Context: an optimization exercise on an open-source flow, tuned for small area and a short achievable clock period. The choices shown serve that exercise and are no tape-out recipe. The RTL was checked by simulation tests, not by an equivalence proof against the original design. Power and IR drop assume default switching activity.

wip/onyx:
==> flow/design.v (excerpt) <==
module multicycle_mem_ctrl
#(
   parameter int                DATA_W      = 32,
   parameter int                ADDR_W      = 32,
   parameter int                DEPTH_WORDS = 64,
   parameter int                WAIT_STATES = 2,
   parameter                    MEM_INIT    = "",
   parameter logic [ADDR_W-1:0] MMIO_ADDR   = 32'h0000_0100
) (
   input  logic                clk,
   input  logic                reset,
   input  logic                req,
   input  logic                we,
   input  logic [ADDR_W-1:0]   addr,
   input  logic [DATA_W-1:0]   wdata,
   input  logic [DATA_W/8-1:0] be,
   output logic [DATA_W-1:0]   rdata,
   output logic                ready,
   output logic                err,
   output logic [DATA_W-1:0]   WriteData,
   output logic [ADDR_W-1:0]   DataAdr,
   output logic                MemWrite,
   output logic [DATA_W-1:0]   mmio_out
);
   localparam int NB  = DATA_W / 8;
   localparam int BLG = (NB > 1) ? $clog2(NB) : 0;
   localparam int AW  = (DEPTH_WORDS > 1) ? $clog2(DEPTH_WORDS) : 1;
   localparam int NR  = DEPTH_WORDS / 4;
   localparam bit MMIO_EN = 1'b1;
   logic              b1, b2, b3, idle, accept;
   logic              we_q, bad_q, hit_q;
   logic [AW-1:0]     widx_q;
   logic [DATA_W-1:0] wdata_q;
   logic [NB-1:0]     be_q;
   logic              hit_d, bad_d;
   assign hit_d  = MMIO_EN && (addr == MMIO_ADDR);
  ...
clock: 4.0 ns
lec_check: 0
cap_margin: 20
core_margin: 2
core_utilization: 50
cts_cluster_diameter: 100
cts_cluster_size: 25
setup_slack_margin: 1.8
slew_margin: 20
run.sh (not shown) runs the stock make flow with config.mk's settings and CLKGATE_MAP_FILE= SYNTH_SCRIPT=/design/flow/synth_recipe.tcl, a recipe that flattens the netlist after the stock synthesis.
--- input diff wip/onyx..wip/xenon ---
# wip/onyx
export LEC_CHECK = 0
export CAP_MARGIN = 20
export CORE_MARGIN = 2
export CORE_UTILIZATION = 50
export CTS_CLUSTER_DIAMETER = 100
export CTS_CLUSTER_SIZE = 25
export SETUP_SLACK_MARGIN = 1.8
export SLEW_MARGIN = 20
create_clock -name core_clock -period 4.0 [get_ports {clk}]
# wip/xenon
export LEC_CHECK = 0
export CAP_MARGIN = 20
export CORE_MARGIN = 2
export CORE_UTILIZATION = 50
export CTS_BUF_LIST = sky130_fd_sc_hd__clkbuf_8 sky130_fd_sc_hd__clkbuf_16
export CTS_CLUSTER_DIAMETER = 100
export CTS_CLUSTER_SIZE = 25
export SETUP_SLACK_MARGIN = 2.1
export SLEW_MARGIN = 20
export TNS_END_PERCENT = 10
create_clock -name core_clock -period 4.0 [get_ports {clk}]
==> summary.txt <==
- Changes observed in wip/xenon relative to wip/onyx: critical path depth shows a reduction of 4; clock period minus worst slack shows a reduction of 0.090 ns; cell count shows an increase of about 1%; clock buffer instance count of the final layout shows a reduction of 24%.
- Diff wip/xenon..wip/onyx | part of the total power dissipated in combinational logic | negligible
- Maximum clock frequency (wip/xenon vs. wip/onyx) increases by a few percent

* * *

multicycle_mem_ctrl again, from the RTL that the note above started with.
Settings: LEC_CHECK=0, CAP_MARGIN=20, CORE_MARGIN=2, CORE_UTILIZATION=50, CTS_CLUSTER_DIAMETER=90, CTS_CLUSTER_SIZE=32, SETUP_SLACK_MARGIN=2.1, SLEW_MARGIN=20, TNS_END_PERCENT=20; clock period 4.0 ns.
Then changed:
CTS_CLUSTER_DIAMETER = 100   (was 90)
CTS_CLUSTER_SIZE = 25   (was 32)
SETUP_SLACK_MARGIN = 2.2   (was 2.1)
TNS_END_PERCENT = 3   (was 20)
What happened: Global-route usage grows by 0.12 points; worst setup slack degrades by 0.030 ns; synthesized area stays the same; wire length shrinks slightly; sequential power stays flat; synthesized cell count is unchanged.

* * *

v5:
multicycle_mem_ctrl again, from the RTL that the note above started with.
make LEC_CHECK=0 CAP_MARGIN=20 CORE_MARGIN=2 CORE_UTILIZATION=50 CTS_CLUSTER_DIAMETER=100 CTS_CLUSTER_SIZE=25 PLACE_DENSITY=0.75 SETUP_SLACK_MARGIN=2.1 SLEW_MARGIN=20 TNS_END_PERCENT=10 finish   # period 4.0 ns
In summary, v5 completed successfully, with a layout that passed the timing, DRC and antenna checks.
Input-level comparison between v17 and v5:
# v5
export LEC_CHECK = 0
export CAP_MARGIN = 20
export CORE_MARGIN = 2
export CORE_UTILIZATION = 50
export CTS_CLUSTER_DIAMETER = 100
export CTS_CLUSTER_SIZE = 25
export PLACE_DENSITY = 0.75
export SETUP_SLACK_MARGIN = 2.1
export SLEW_MARGIN = 20
export TNS_END_PERCENT = 10
create_clock -name core_clock -period 4.0 [get_ports {clk}]
# v17
export LEC_CHECK = 0
export CAP_MARGIN = 20
export CORE_MARGIN = 2
export CORE_UTILIZATION = 60
export CTS_CLUSTER_DIAMETER = 100
export CTS_CLUSTER_SIZE = 25
export SETUP_SLACK_MARGIN = 2.1
export SLEW_MARGIN = 20
export TNS_END_PERCENT = 10
create_clock -name core_clock -period 4.0 [get_ports {clk}]
==> summary.txt <==
- Sum of routed wire length over all layers in v17 is about 1.4% lower than in v5
- Against v5, non-filler instance count after layout in v17 fell by a few percent.
- The sum of internal, switching and leakage power of v5 and that of v17 are within noise of each other.
- v17 leaves more setup margin than v5.
- Top layer reached by signal wires: met5 -> v5, met4 -> v17
- Pin count of the biggest net entering global routing for v17 is lower than for v5.
- Total of fill cells in the finished design (higher): v5
- Final hold slack, v17 and v5, lower one = v5.
- Re flip-flop and latch share of the layout cell area: v17 is 0.43 points up on v5.
Changes in v49 relative to v17:
# v17
export LEC_CHECK = 0
export CAP_MARGIN = 20
export CORE_MARGIN = 2
export CORE_UTILIZATION = 60
export CTS_CLUSTER_DIAMETER = 100
export CTS_CLUSTER_SIZE = 25
export SETUP_SLACK_MARGIN = 2.1
export SLEW_MARGIN = 20
export TNS_END_PERCENT = 10
create_clock -name core_clock -period 4.0 [get_ports {clk}]
# v49
export LEC_CHECK = 0
export CAP_MARGIN = 20
export CORE_MARGIN = 2
export CORE_UTILIZATION = 50
export CTS_CLUSTER_DIAMETER = 100
export CTS_CLUSTER_SIZE = 25
export SETUP_SLACK_MARGIN = 2.1
export SLEW_MARGIN = 20
export TNS_END_PERCENT = 10
create_clock -name core_clock -period 4.0 [get_ports {clk}]
v49 has cell area after layout below what v17 had.
v17 -> v49: number of buffers and inverters on the critical path delta 0, exact match
Compared v17 against v49; maximum clock rate within noise.
Diff v17 -> v49 | count of placed standard cells in the final layout, fillers left out | up by a few percent
Clock share of power across v49 and v17: no real change.
In terms of final critical delay including setup and external delays, v17 and v49 differ only marginally.
Against v17, well-tap cell count in v49 rose by more than 10%.
Between v49 and v17, the difference in post-layout total power is negligible.
Global router's overall resource usage for v49: 4.7 points down relative to v17
v49 vs. v17: global-route wire length before repair increased 1.4%; area used by sequential logic in the layout held.
Input-level comparison between v41 and v49:
# v49
export LEC_CHECK = 0
export CAP_MARGIN = 20
export CORE_MARGIN = 2
export CORE_UTILIZATION = 50
export CTS_CLUSTER_DIAMETER = 100
export CTS_CLUSTER_SIZE = 25
export SETUP_SLACK_MARGIN = 2.1
export SLEW_MARGIN = 20
export TNS_END_PERCENT = 10
create_clock -name core_clock -period 4.0 [get_ports {clk}]
# v41
export LEC_CHECK = 0
export CAP_MARGIN = 20
export CORE_MARGIN = 2
export CORE_UTILIZATION = 50
export CTS_CLUSTER_DIAMETER = 100
export CTS_CLUSTER_SIZE = 25
export SETUP_SLACK_MARGIN = 1.95
export SLEW_MARGIN = 20
export TNS_END_PERCENT = 10
create_clock -name core_clock -period 4.0 [get_ports {clk}]
==> summary.txt <==
v41: done, clean on timing, DRC and antenna. Reported for v49 and v41, basic-gate share of the synthesized area counting and, or, nand and nor cells turned out identical to the last digit. Re initial standard-cell utilization of the core: no difference whatsoever between v41 and v49. Master of the slowest instance on the critical path = dfxtp_1: v49; master of the slowest instance on the critical path = dfxtp_4: v41. Compared with v49, v41 shows area added between synthesis and finish lower by 1.3 points.
Input changes introduced in v47 (baseline for comparison: v41):
# v41
export LEC_CHECK = 0
export CAP_MARGIN = 20
export CORE_MARGIN = 2
export CORE_UTILIZATION = 50
export CTS_CLUSTER_DIAMETER = 100
export CTS_CLUSTER_SIZE = 25
export SETUP_SLACK_MARGIN = 1.95
export SLEW_MARGIN = 20
export TNS_END_PERCENT = 10
create_clock -name core_clock -period 4.0 [get_ports {clk}]
# v47
export LEC_CHECK = 0
export CAP_MARGIN = 20
export CORE_MARGIN = 2
export CORE_UTILIZATION = 50
export CTS_CLUSTER_DIAMETER = 100
export CTS_CLUSTER_SIZE = 28
export SETUP_SLACK_MARGIN = 2.1
export SLEW_MARGIN = 20
export TNS_END_PERCENT = 10
create_clock -name core_clock -period 4.0 [get_ports {clk}]
Findings:
Taking v41 as the reference, in v47 placer's final routability congestion estimate went down about 1%; total instance count after detailed placement has remained practically unchanged; slack of the critical path went up.

## separate check: timing with driven ports
The results above use ideal ports. As a check the final layouts listed here were re-extracted and re-timed, cells and wires unchanged. Step 1 (the two cells are an assumption about what drives the block):
set clk [get_ports {clk}]
set_driving_cell -lib_cell sky130_fd_sc_hd__clkbuf_16 $clk
set_driving_cell -lib_cell sky130_fd_sc_hd__buf_2 [delete_from_list [all_inputs] $clk]
Step 2 moves the port delays by t, midway between the first and last clock arrival at a register: inputs arrive t later, outputs are due t later. That takes back most of the time a late clock gives input paths. Three values: ideal ports, drivers, drivers and shift; two values: the first two.
run | t (ns) | slack for setup (ns) | slew at the worst register clock pin (ns) | worst data-port slew with drivers (ns) | cell pins on the clock port's net
wip/onyx | 0.788 | 1.818 / 1.770 / 1.218 | 0.10 / 0.10 | 0.04 | 1
wip/xenon | 0.793 | 1.909 / 1.832 / 1.377 | 0.10 / 0.10 | 0.05 | 1
the first run of note 2 | 0.786 | 1.898 / 1.846 / 1.326 | 0.12 / 0.12 | 0.05 | 1
the second run of note 2 | 0.787 | 1.868 / 1.866 / 1.321 | 0.10 / 0.10 | 0.06 | 1
v5 | 0.784 | 1.886 / 1.848 / 1.420 | 0.11 / 0.11 | 0.06 | 1
v17 | 0.791 | 1.914 / 1.851 / 1.255 | 0.10 / 0.10 | 0.06 | 1
v49 | 0.794 | 1.912 / 1.836 / 1.389 | 0.10 / 0.10 | 0.06 | 1
v41 | 0.790 | 1.777 / 1.703 / 1.280 | 0.10 / 0.10 | 0.04 | 1
v47 | 0.784 | 1.893 / 1.835 / 1.402 | 0.11 / 0.11 | 0.05 | 1
After both steps every run listed still meets setup and hold. For v17, which loses most, drivers alone change the setup slack by -0.063 ns; drivers and shift together by -0.659 ns.
